From an optimization exercise on the open Yosys and OpenROAD flow, aimed at small area, a short achievable clock period and few clock cycles per item; shortcuts taken in it are not production practice.
Function was checked by simulation only, so behaviour that the tests miss may differ from the original.

==> quartz: inputs <==
Design date_seconds_of_year_converter_unit, start of the top module:
module date_seconds_of_year_converter_unit (
    input  logic                            i_clk,
    input  logic                            i_rst_n,
    input  logic                            i_in_valid,
    output logic                            o_in_ready,
    input  logic                            i_in_mode,
    input  logic [dsoyc_pkg::WYear-1:0]     i_in_year,
    input  logic [dsoyc_pkg::WMonth-1:0]    i_in_month,
    input  logic [dsoyc_pkg::WDay-1:0]      i_in_day,
    input  logic [dsoyc_pkg::WHour-1:0]     i_in_hour,
    input  logic [dsoyc_pkg::WMinute-1:0]   i_in_minute,
    input  logic [dsoyc_pkg::WSecond-1:0]   i_in_second,
    input  logic [dsoyc_pkg::WSeconds-1:0]  i_in_seconds,
    output logic                            o_out_valid,
    input  logic                            i_out_ready,
    output logic [dsoyc_pkg::WSeconds-1:0]  o_out_seconds,
    output logic [dsoyc_pkg::WMonth-1:0]    o_out_month,
    output logic [dsoyc_pkg::WDay-1:0]      o_out_day,
    output logic [dsoyc_pkg::WHour-1:0]     o_out_hour,
    output logic [dsoyc_pkg::WMinute-1:0]   o_out_minute,
    output logic [dsoyc_pkg::WSecond-1:0]   o_out_second,
    output logic                            o_out_range_error
);
clock: 9.0 ns
lec_check: 0
cap_margin: 20
core_margin: 2
core_utilization: 40
setup_slack_margin: 5
slew_margin: 20
standard.sh (not shown) runs the stock make flow with config.mk's settings and CLKGATE_MAP_FILE= SYNTH_SCRIPT=/design/flow/synth_recipe.tcl, a recipe that flattens the netlist after the stock synthesis.
==> flow/flow/run.sh <==
#!/bin/bash
# The standard layout with these changes:
#  - the port buffers are sky130_fd_sc_hd__buf_1 cells;
#  - synthesis runs the standard flow's synthesis script with yosys's synth called with -noabc
#    as well (flow/synth.tcl), so the generic abc pass does not restructure the
#    carry-save adders before they are mapped to full and half adder cells.
#    Registers are inferred exactly as in the standard synthesis;
#  - extra ORFS settings: TNS_END_PERCENT=20
set -euo pipefail
here=$(pwd)
sed -e 's|SETUP_SLACK_MARGIN=5 |SETUP_SLACK_MARGIN=5 BUFFER_PORTS_ARGS="-buffer_cell sky130_fd_sc_hd__buf_1" TNS_END_PERCENT=20 |' \
    -e "s|SYNTH_SCRIPT=[^ ]*|SYNTH_SCRIPT=$here/flow/synth.tcl|" standard.sh > standard_b.sh
bash standard_b.sh > standard.log 2>&1
==> flow/flow/synth.tcl <==
proc synth {args} { yosys synth -nofsm -noshare -noabc {*}$args }
source $::env(SCRIPTS_DIR)/synth.tcl
# left out here: clear keep_hierarchy, flatten, clean up, hide names made inside functions, write 1_2_yosys.v
==> cedar: changes against quartz <==
--- a/flow/flow/run.sh
+++ b/flow/flow/run.sh
@@ -6,8 +6,8 @@
 #    carry-save adders before they are mapped to full and half adder cells.
 #    Registers are inferred exactly as in the standard synthesis;
-#  - extra ORFS settings: TNS_END_PERCENT=20
+#  - extra ORFS settings: CORE_UTILIZATION=50
 set -euo pipefail
 here=$(pwd)
-sed -e 's|SETUP_SLACK_MARGIN=5 |SETUP_SLACK_MARGIN=5 BUFFER_PORTS_ARGS="-buffer_cell sky130_fd_sc_hd__buf_1" TNS_END_PERCENT=20 |' \
+sed -e 's|SETUP_SLACK_MARGIN=5 |SETUP_SLACK_MARGIN=5 BUFFER_PORTS_ARGS="-buffer_cell sky130_fd_sc_hd__buf_1" CORE_UTILIZATION=50 |' \
     -e "s|SYNTH_SCRIPT=[^ ]*|SYNTH_SCRIPT=$here/flow/synth.tcl|" standard.sh > standard_b.sh
 bash standard_b.sh > standard.log 2>&1
==> summary of the runs <==
- Against quartz, the die area of cedar is lower by 20%.
- Sequential share of layout area: quartz is lower than cedar (0.30 points).
- Fmax: quartz is smaller than cedar (0.22%).
- Between cedar and quartz, the lower via count is in cedar (gap about 0.4%, measured against quartz).
- Between quartz and cedar, the lower non-clock buffer count is in quartz (gap 5).
- In synthesized area, cedar and quartz do not differ.
==> figures <==
Outcome: cedar finished clean; quartz finished clean
Setup Buffers After CTS: cedar 50; quartz 55
Layout-to-synthesis area ratio: cedar 1.163x; quartz 1.178x
Worst setup slack after placement: cedar 4460 ps; quartz 4290 ps
Final WS setup: cedar 4960 ps; quartz 4950 ps
GRT Resource Usage Total: cedar 22.0%; quartz 18.2%
NumNets Final: cedar 1805; quartz 1800
Wire length on met3: cedar 1.19 mm; quartz 1.19 mm
Tightest Pin Transition: cedar 939 ps; quartz 873 ps
Overall die width: cedar 167 um; quartz 186 um
Testbench counts of quartz, summed over its fixed seeds: cycles 24,032, items 24,000.
Testbench counts of cedar, summed over its fixed seeds: cycles 24,032, items 24,000.

[afterwards: timing with drivers on the ports]
No port has a modelled driver above. Below, the same layouts with a new extraction and two added sets of constraints. Step 1: set_driving_cell puts a clkbuf_16 on i_clk and a buf_2 on each other input, an assumption about the parent block. Step 2 also shifts input and output timing later by t, the mid clock arrival at the registers, as if the neighbouring blocks saw the same clock. a / b / c = no drivers / after step 1 / after step 2; a / b = the first two.
run | shift t [ns] | slack for setup (ns) | hold slack, ns | worst setup path after step 2 | slew at the worst register clock pin (ns)
quartz | 0.470 | 4.954 / 4.915 / 4.673 | 0.422 / 0.422 / 0.422 | input to register | 0.07 / 0.07
cedar | 0.467 | 4.963 / 4.927 / 4.682 | 0.416 / 0.416 / 0.416 | input to register | 0.07 / 0.07
After both steps setup and hold are still met in every run listed.
